This is an optimization exercise on Yosys and OpenROAD, whose aim is small area, a short achievable clock period and few clock cycles per item, not a production implementation.
No functional check of the RTL was part of any run shown here.

==> flow/design.v (outline; a module is shown in full before it is edited, if it fits) <==
// module psum_sequencer: 58 lines
// module operand_stage: 56 lines
// module macc_unit: 83 lines
// module macc_fbgate: 19 lines
// module macc_tree: 568 lines
// module macc_fa: 4 lines
// module macc_ha: 4 lines
// module macc_fx: 8 lines
// module macc_hx: 4 lines
// module macc_xor2: 3 lines
// module macc_xnor2: 3 lines
// module macc_or2: 3 lines
// module macc_and2: 3 lines
// module macc_ao21: 3 lines
// module macc_cpa: 358 lines
// module macc_pgen: 4 lines
// module macc_gcell: 3 lines
// module macc_pcell: 3 lines
// module macc_control_top: 89 lines
module macc_control_top (
  input logic clk,
  input logic rst_n,
  input logic mac_begin,
  input logic acc_begin,
  input macc_pkg::len_t conv_len,
  input macc_pkg::filt_t filter_num,
  input macc_pkg::data_t weight_in,
  input macc_pkg::data_t ifmap_in,
  input macc_pkg::data_t external_psum,
  input macc_pkg::acc_t internal_psum,
  output logic mul_enable,
  output logic acc_enable,
  output macc_pkg::len_t cnt_a,
  output macc_pkg::filt_t cnt_b,
  output macc_pkg::acc_t accum_out,
  output logic psum_store,
  output logic mac_finish,
  output logic acc_finish
);
  // ...
==> flow/flow/run.sh <==
#!/bin/bash
# standard layout, with the port buffers made from the smallest plain buffer
set -euo pipefail
export BUFFER_PORTS_ARGS="-buffer_cell sky130_fd_sc_hd__buf_1"
bash standard.sh > standard_flow.log 2>&1
==> flow/standard.sh <==
#!/bin/bash
# synth_recipe.tcl (not shown) runs the flow's synth.tcl, then flattens the netlist and writes it again
# the make line also repeats each setting of config.mk as NAME=value (left out here)
make -C /OpenROAD-flow-scripts/flow DESIGN_CONFIG=/design/flow/config.mk WORK_HOME=/design/flow/orfs CLKGATE_MAP_FILE= SYNTH_SCRIPT=/design/flow/synth_recipe.tcl "${@:-finish}"
==> flow/config.mk <==
export PLATFORM = sky130hd
export DESIGN_NAME = macc_control_top
export DESIGN_NICKNAME = macc_control_top
export VERILOG_FILES = /design/flow/design.v
export SDC_FILE = /design/flow/constraint.sdc
export NUM_CORES = 4
export LEC_CHECK = 0
export CAP_MARGIN = 20
export CORE_MARGIN = 2
export CORE_UTILIZATION = 40
export SETUP_SLACK_MARGIN = 4.0
export SLEW_MARGIN = 20
export SYNTH_HIERARCHICAL = 1
export SYNTH_MINIMUM_KEEP_SIZE = 0
==> flow/constraint.sdc <==
create_clock -name core_clock -period 7.0 [get_ports {clk}]
set_input_delay 1.4000 -clock core_clock [delete_from_list [all_inputs] [get_ports {clk}]]
set_output_delay 1.4000 -clock core_clock [all_outputs]
set_load 0.01 [all_outputs]
==> impl_metrics.toml, run 1 <==
[outcome]
status = "no timing/DRC/antenna violations"

[drt]
wl_per_cell_um = 17.0
top_layer_used = "met4"

[clock_tree]
htreeDepth = 1
cts_setup_buffers = 0

[global_routing]
grt_pass1_wl_um = 49500
met3_usage_pct = 3.23
overflow = 0

[synth]
synthCells = 1298
synth_area_um2 = 14600
avgSynthCellArea_um2 = 11.2
synth.distinct_cells = 43
synth_top_cell_by_area = "dfxtp_1"
yosys.area_share.simple_pct = 7.96
synth_compound_area_share_pct = 15.5

[hold_path]
worstHoldStart = "u_ops.acc_pipe[0]$_DFF_P_"
hold_path.class = "reg -> reg"

[cells_and_area]
nets = 1635
signal_buffers = 204
layout.cells.non_filler = 1849
fillers = 3416

[sta]
rsz0062_at_grt = "true"

[floorplanning]
dieHeight_um = 195

[setup_path]
arrival_ns = 3.39
slowest_delay_ns = 0.51
==> run 2, diff against run 1 <==
--- a/flow/config.mk
+++ b/flow/config.mk
@@ -9,5 +9,5 @@
 export CORE_MARGIN = 2
 export CORE_UTILIZATION = 40
-export SETUP_SLACK_MARGIN = 4.0
+export SETUP_SLACK_MARGIN = 3.8
 export SLEW_MARGIN = 20
 export SYNTH_HIERARCHICAL = 1
==> run 2 against run 1 <==
Still clean on timing, DRC and antenna. Die area stayed put. Hold slack hardly changed. First-iteration DRC count fell by 8.6%. Synthesized cell count did not move.
==> impl_metrics.toml, run 2 <==
[place]
gp_congestion = 0.836
port_buffers = 144
hpwl_um = 22900

[cells_and_area]
fin_util_pct = 43.2
fillers = 3441
drive_above_1_share_pct = 9.63
multiInputGateArea_um2 = 8900
final_common_cell = "dfxtp_1"
area_growth_syn_to_layout_pct = 5.79
n_antenna_cell = 0
nets = 1577
seqCellArea_um2 = 4460
mostFrequentLayoutCells = "dfxtp_1 (158), xnor2_1 (156), buf_1 (144)"

[floorplanning]
dieArea_um2 = 38000
fp.dieW_um = 195
dieHeight_um = 195
row_count = 69
start_util_pct = 40.8
ioPinCount = 145
fp.coreArea_um2 = 35700

[setup_path]
path_class = "reg -> reg"
start_kind = "register"
arrival_ns = 3.51
reg2regPathDepth = 8
rr_startpoint = "u_ops.op_w[3]$_DFF_P_"
worst-path-max-fanout = 16
cp-startpoint = "u_ops.op_w[3]$_DFF_P_"
crit_required_ns = 7.43
end_kind = "register"

[clock_tree]
tritoncts = "done"
htreeDepth = 1
cts_made_buffers = 25
clkSinkCount = 214
hold_buffers = 0
clkLatencyLatePin_ns = 0.56
cts-root-buf = "clkbuf_16"
clockBufferDepth = 3
clkSlewWorstSetupHoldPaths_ns = 0.06

[synth]
synthCells = 1298
synth.most_common_cell = "dfxtp_1"
ys_seq_area_share_pct = 29.9
synth.distinct_cells = 43
synth_area_leaders = "dfxtp_1 (27%), fa_1 (16%), xnor2_1 (9.4%)"
syn_nets = 1565
async_flop_share_pct = 6.07
avgSynthCellArea_um2 = 11.2
yosysTopAreaCellShare_pct = 27.4
synth_edf_count = 1
synth_common_cells = "dfxtp_1 (200), xnor2_1 (156), fa_1 (120)"
ys.flop_type = "dfxtp_1"
synth_area_um2 = 14600
synth_warnings = 10
synth.ff_latch_count = 214
synth_top_cell_by_area = "dfxtp_1"

[global_routing]
grt_pass1_vias = 9533
overflow = 0
antenna_found_initial = 0
grt_max_degree = 42
grt_use_total_pct = 16.2
grt_pass1_wl_um = 50000

[sta]
whs_ns = 0.325
setup_viol = 0
min_period_over_period_pct = 44.1
skew_ns = 0.0182
fmax_mhz = 324
slew_violations = 0
fin_crit_ns = 3.09
hold_viol = 0
worst-slew-pin-transition_ns = 0.806
max_slew_margin_pct = 46.2
rsz0062_at_grt = "true"
setup_tns_ns = 0

[drt]
dr_total_vias = 9104
wl_per_cell_um = 17.2
ant_nets = 0
drt_iter0_drc = 486
postRouteWirelength_um = 30800
dr.pass1.iters = 6
via_per_inst = 5.09
drc_errors = 0

[hold_path]
hold_path.class = "reg -> reg"
hold_depth = 0
worstHoldStart = "u_ops.acc_pipe[0]$_DFF_P_"

[outcome]
status = "no timing/DRC/antenna violations"

[flow_run]
maxCapViolCount = 0
[run 2: kinds of logic (layout without fill, tap and decap cells)]
| family | count (synthesis) | count (layout) | share of synthesized area [%] |
|---|---|---|---|
| AO/OA/AOI/OAI | 284 | 284 | 15.5 |
| XOR/XNOR | 248 | 248 | 15.0 |
| flip-flops | 214 | 214 | 29.9 |
| AND/OR/NAND/NOR | 189 | 189 | 7.96 |
| adder cells (fa/ha/maj) | 171 | 171 | 20.8 |
| buffers and inverters | 169 | 200 | 9.17 |
| multiplexers | 23 | 23 | 1.71 |
[run 2: metal layers]
| metal | global-route usage [%] | vias to the layer above | wire, um | share of wire (%) |
|---|---|---|---|---|
| met5 | 0.511 | - | 0 | 0 |
| met4 | 4.44 | 0 | 884 | 2.9 |
| met3 | 3.45 | 66 | 1700 | 5.5 |
| met2 | 27.1 | 263 | 14700 | 48 |
| met1 | 21.2 | 4435 | 13500 | 44 |
| li1 | - | 4340 | - | - |
[run 2: area by class of cell]
type / instances / area share [%]
multi-input cells: 915 / 57.6
flip-flops and latches: 214 / 28.9
clock buffers: 35 / 4.95
well taps: 461 / 3.74
repair buffers: 147 / 3.65
clock inverters: 11 / 1.00
inverters: 7 / 0.170
[run 2: worst paths after layout]
| path | end | slack, ns |
|---|---|---|
| min reg2reg | u_ops.acc_pipe[1]$_DFF_P_ | 0.33 |
| max in group asynchronous | u_mac.mac_finish$_DFF_PN0_ | 5.71 |
| max | u_mac.c_q[18]$_DFF_P_ | 3.91 |
| min | u_ops.acc_pipe[1]$_DFF_P_ | 0.33 |
| max reg2reg | u_mac.c_q[18]$_DFF_P_ | 3.91 |
| min in group asynchronous | u_ops.last_pipe[1]$_DFF_PN0_ | 0.86 |
[run 2: through the flow]
stage                     area (um2)  std cells  setup slack [ns]
final                          15400       1790              3.91
after global routing           15400       1790              3.78
after CTS                      15400       1790              3.86
after detailed placement       14400       1744              3.46
after global placement         14400       1744              3.52
after floorplan                14600       1298              3.98
[run 2: what timing repair did]
| item | CTS | global route |
|---|---|---|
| resized for setup | 39 | 19 |
| pin swaps | 0 | 0 |
| hold endpoints to repair | 0 | 0 |
| endpoints found under the setup margin | 32 | 8 |
| setup buffers | 0 | 0 |
[run 2: per-module statistics from Yosys, one instance, submodules excluded, a selection]
module          flip-flops and latches  cells inside  cell area (um2)  copies in the design
operand_stage                       86           153             2290                     1
macc_fbgate                          2            44              375                     2
macc_xor2                            0             1             8.76                    80
psum_sequencer                      11            72              674                     1
macc_pcell                           0             1             6.26                    51
macc_fa                              0             1             20.0                   120
macc_xnor2                           0             1             8.76                    13
macc_ha                              0             1             12.5                    12
macc_cpa                             0             1             7.51                     1
[run 2: worst max-delay path, cell delays in order (launching register included)]
cell and delay, ns:
dfxtp_2 0.58, a22oi_1 0.18, xnor2_1 0.27, fa_1 0.48, xor2_1 0.19, a21o_1 0.18
fa_1 0.49, fa_1 0.41, xor2_1 0.17
==> run 3, diff against run 2 <==
--- a/flow/config.mk
+++ b/flow/config.mk
@@ -8,6 +8,6 @@
 export CAP_MARGIN = 20
 export CORE_MARGIN = 2
-export CORE_UTILIZATION = 40
-export SETUP_SLACK_MARGIN = 3.8
+export CORE_UTILIZATION = 60
+export SETUP_SLACK_MARGIN = 4.0
 export SLEW_MARGIN = 20
 export SYNTH_HIERARCHICAL = 1
==> run 3 against run 2 <==
Sequential share of layout area decreased by 0.20 points. Synthesized area unchanged. Fmax is 4.8% higher. Hold slack improved by 0.00051 ns. Highest routed layer unchanged.
==> impl_metrics.toml, run 3 <==
[drt]
ant_nets = 0
drc_errors = 0
drt_iter0_drc = 541
dr.pass1.iters = 6
via_per_inst = 5.42
dr_total_vias = 9239
postRouteWirelength_um = 30200
wl_per_cell_um = 17.7

[setup_path]
end_kind = "register"
start_kind = "register"
path_class = "reg -> reg"
arrival_ns = 3.35
reg2reg_to = "u_mac.c_q[12]$_DFF_P_"
rr_startpoint = "u_ops.op_w[10]$_DFF_P_"
worst-path-max-fanout = 9
reg2regPathDepth = 7
crit_required_ns = 7.40
rrSetupSlack_ns = 4.05

[cells_and_area]
fin_util_pct = 65.2
mostFrequentLayoutCells = "dfxtp_1 (159), xnor2_1 (152), buf_1 (144)"
drive_above_1_share_pct = 14.0
fillers = 2031
nets = 1630
final_common_cell = "dfxtp_1"
n_antenna_cell = 0
area_growth_syn_to_layout_pct = 7.74

[hold_path]
holdPathEnd = "u_ops.acc_pipe[1]$_DFF_P_"
hold_path.class = "reg -> reg"
worstHoldStart = "u_ops.acc_pipe[0]$_DFF_P_"
hold_depth = 0

[sta]
slew_violations = 0
rsz0062_at_grt = "true"
setup_tns_ns = 0
hold_viol = 0
min_period_over_period_pct = 42.1
fmax_mhz = 339
fin_crit_ns = 2.95
worst-slew-pin-transition_ns = 0.937
max_slew_margin_pct = 37.5
skew_ns = 0.0106
setup_viol = 0

[floorplanning]
dieHeight_um = 160
fp.coreArea_um2 = 24100
start_util_pct = 60.6
row_count = 57
ioPinCount = 145
fp.dieW_um = 160
dieArea_um2 = 25600

[global_routing]
grt_max_degree = 42
antenna_found_initial = 0
grt_pass1_vias = 9608
grt_pass1_wl_um = 49300
grt_use_total_pct = 23.8
overflow = 0

[synth]
synthCells = 1298
avgSynthCellArea_um2 = 11.2
synth_area_leaders = "dfxtp_1 (27%), fa_1 (16%), xnor2_1 (9.4%)"
ys_seq_area_share_pct = 29.9
synth.ff_latch_count = 214
synth_warnings = 10
synth_top_cell_by_area = "dfxtp_1"
yosysTopAreaCellShare_pct = 27.4
syn_nets = 1565
synth.distinct_cells = 43
synth_edf_count = 1
ys.flop_type = "dfxtp_1"
async_flop_share_pct = 6.07
synth_area_um2 = 14600
synth_common_cells = "dfxtp_1 (200), xnor2_1 (156), fa_1 (120)"
synth.most_common_cell = "dfxtp_1"

[outcome]
status = "no timing/DRC/antenna violations"

[clock_tree]
clkSinkCount = 214
clockBufferDepth = 3
clkLatencyLatePin_ns = 0.53
hold_buffers = 0
tritoncts = "done"
cts_made_buffers = 24
cts-root-buf = "clkbuf_16"
htreeDepth = 1
clkSlewWorstSetupHoldPaths_ns = 0.06

[place]
hpwl_um = 21300
port_buffers = 144
gp_congestion = 0.845

[flow_run]
maxCapViolCount = 0
[run 3: cell count changes in the layout (fill, tap and decap cells not counted), sizes merged]
cell    before  now
clkinv       5    4
inv          9    7
buf        147  200
clkbuf      35   38
bufinv       3    2
[run 3: metal layers]
layer	wire length, um	vias to the layer above	GRT usage [%]
met1	12300	4482	29.2
li1	-	4438	-
met4	954	0	7.66
met2	15500	253	43.3
met3	1420	66	3.19
met5	0	-	0
[run 3: cell type report]
cell class	count	area (um2)	area share (%)
Multi-Input combinational cell	915	9040	57.5
Timing Repair Buffer	201	972	6.18
Inverter	7	26.3	0.167
Clock buffer	37	679	4.32
Sequential cell	214	4510	28.7
Clock inverter	7	98.8	0.628
Tap cell	324	405	2.58
[run 3: kinds of logic (layout without fill, tap and decap cells)]
group	count (synthesis)	in the layout	synth area share (%)
AOI/OAI and AO/OA	284	284	15.5
xor gates and xnor gates	248	248	15.0
adders and majority gates	171	171	20.8
buffers and inverters	169	252	9.17
DFF	214	214	29.9
muxes	23	23	1.71
and+or+nand+nor	189	189	7.96
[run 3: critical path: stages (launching register included)]
cell	delay, ns
dfxtp_4	0.40
buf_6	0.17
a22oi_1	0.23
xnor2_1	0.19
fa_2	0.47
fa_1	0.41
fa_1	0.53
fa_1	0.40
[run 3: per-module statistics from Yosys, one instance, submodules excluded, a selection]
module,area [um2],flops+latches
macc_tree,3410,0
macc_unit,2300,113
operand_stage,2290,86
psum_sequencer,674,11
macc_fbgate,375,2
macc_ha,12.5,0
macc_gcell,7.51,0
macc_ao21,7.51,0
macc_or2,6.26,0
macc_and2,6.26,0
macc_pcell,6.26,0
macc_hx,6.26,0
[run 3: stage by stage]
step / area [um2] / std cells / hold WS, ns / worst slack [ns]
6_report: 15700 / 1705 / 0.326 / 4.05
3_5_place_dp: 14300 / 1608 / 0.312 / 3.47
5_1_grt: 15700 / 1705 / 0.336 / 3.97
3_3_place_gp: 14300 / 1608 / 0.311 / 3.53
4_1_cts: 15200 / 1652 / 0.326 / 3.98
2_1_floorplan: 14600 / 1298 / 0.310 / 4.03
[run 3: worst max path at each step]
| stage | from | end | slack (ns) | cells past startpoint |
|---|---|---|---|---|
| 2_1_floorplan | u_ops.op_w[10]$_DFF_P_ | u_mac.c_q[14]$_DFF_P_ | 4.03 | 9 |
| 5_1_grt | u_ops.op_w[10]$_DFF_P_ | u_mac.c_q[12]$_DFF_P_ | 3.97 | 7 |
| 3_3_place_gp | u_ops.op_neg[2]$_DFF_P_ | u_mac.s_q[19]$_DFF_P_ | 3.53 | 6 |
| 3_5_place_dp | u_ops.op_neg[5]$_DFF_P_ | u_mac.c_q[24]$_DFF_P_ | 3.47 | 6 |
| 6_report | u_ops.op_w[10]$_DFF_P_ | u_mac.c_q[12]$_DFF_P_ | 4.05 | 7 |
| 4_1_cts | u_ops.op_two[6]$_DFF_P_ | u_mac.c_q[24]$_DFF_P_ | 3.98 | 7 |
[run 3: what timing repair did]
| item | CTS | global route |
|---|---|---|
| resized for setup | 63 | 40 |
| pin swaps | 0 | 11 |
| cloned | 0 | 0 |
| hold endpoints to repair | 0 | 0 |
| setup buffers | 0 | 53 |
| endpoints found under the setup margin | 42 | 22 |

## afterwards: timing with drivers on the ports
In the flow no input, the clock included, has a driving cell. The finished layouts below were timed again as built, in two steps. Step 1: set_driving_cell puts a clkbuf_16 on clk and a buf_2 on each other input, an assumption about the parent block. Step 2 moves the port delays by t, midway between the first and last clock arrival at a register: inputs arrive t later, outputs are due t later. That takes back most of the time a late clock gives input paths. a / b / c = ideal ports / drivers / drivers and shift; a / b = the first two.
run | t, ns | setup slack, ns | latest minus earliest clock arrival (ns) | slew at the worst register clock pin (ns)
run 1 | 0.607 | 4.031 / 4.031 / 3.872 | 0.030 / 0.029 | 0.06 / 0.06
run 2 | 0.603 | 3.912 / 3.912 / 3.888 | 0.018 / 0.019 | 0.06 / 0.06
run 3 | 0.575 | 4.054 / 4.054 / 3.890 | 0.012 / 0.011 | 0.06 / 0.06
After both steps every run listed still meets setup and hold. For run 3, which loses most, drivers alone change the setup slack by 0.000 ns; drivers and shift together by -0.164 ns.
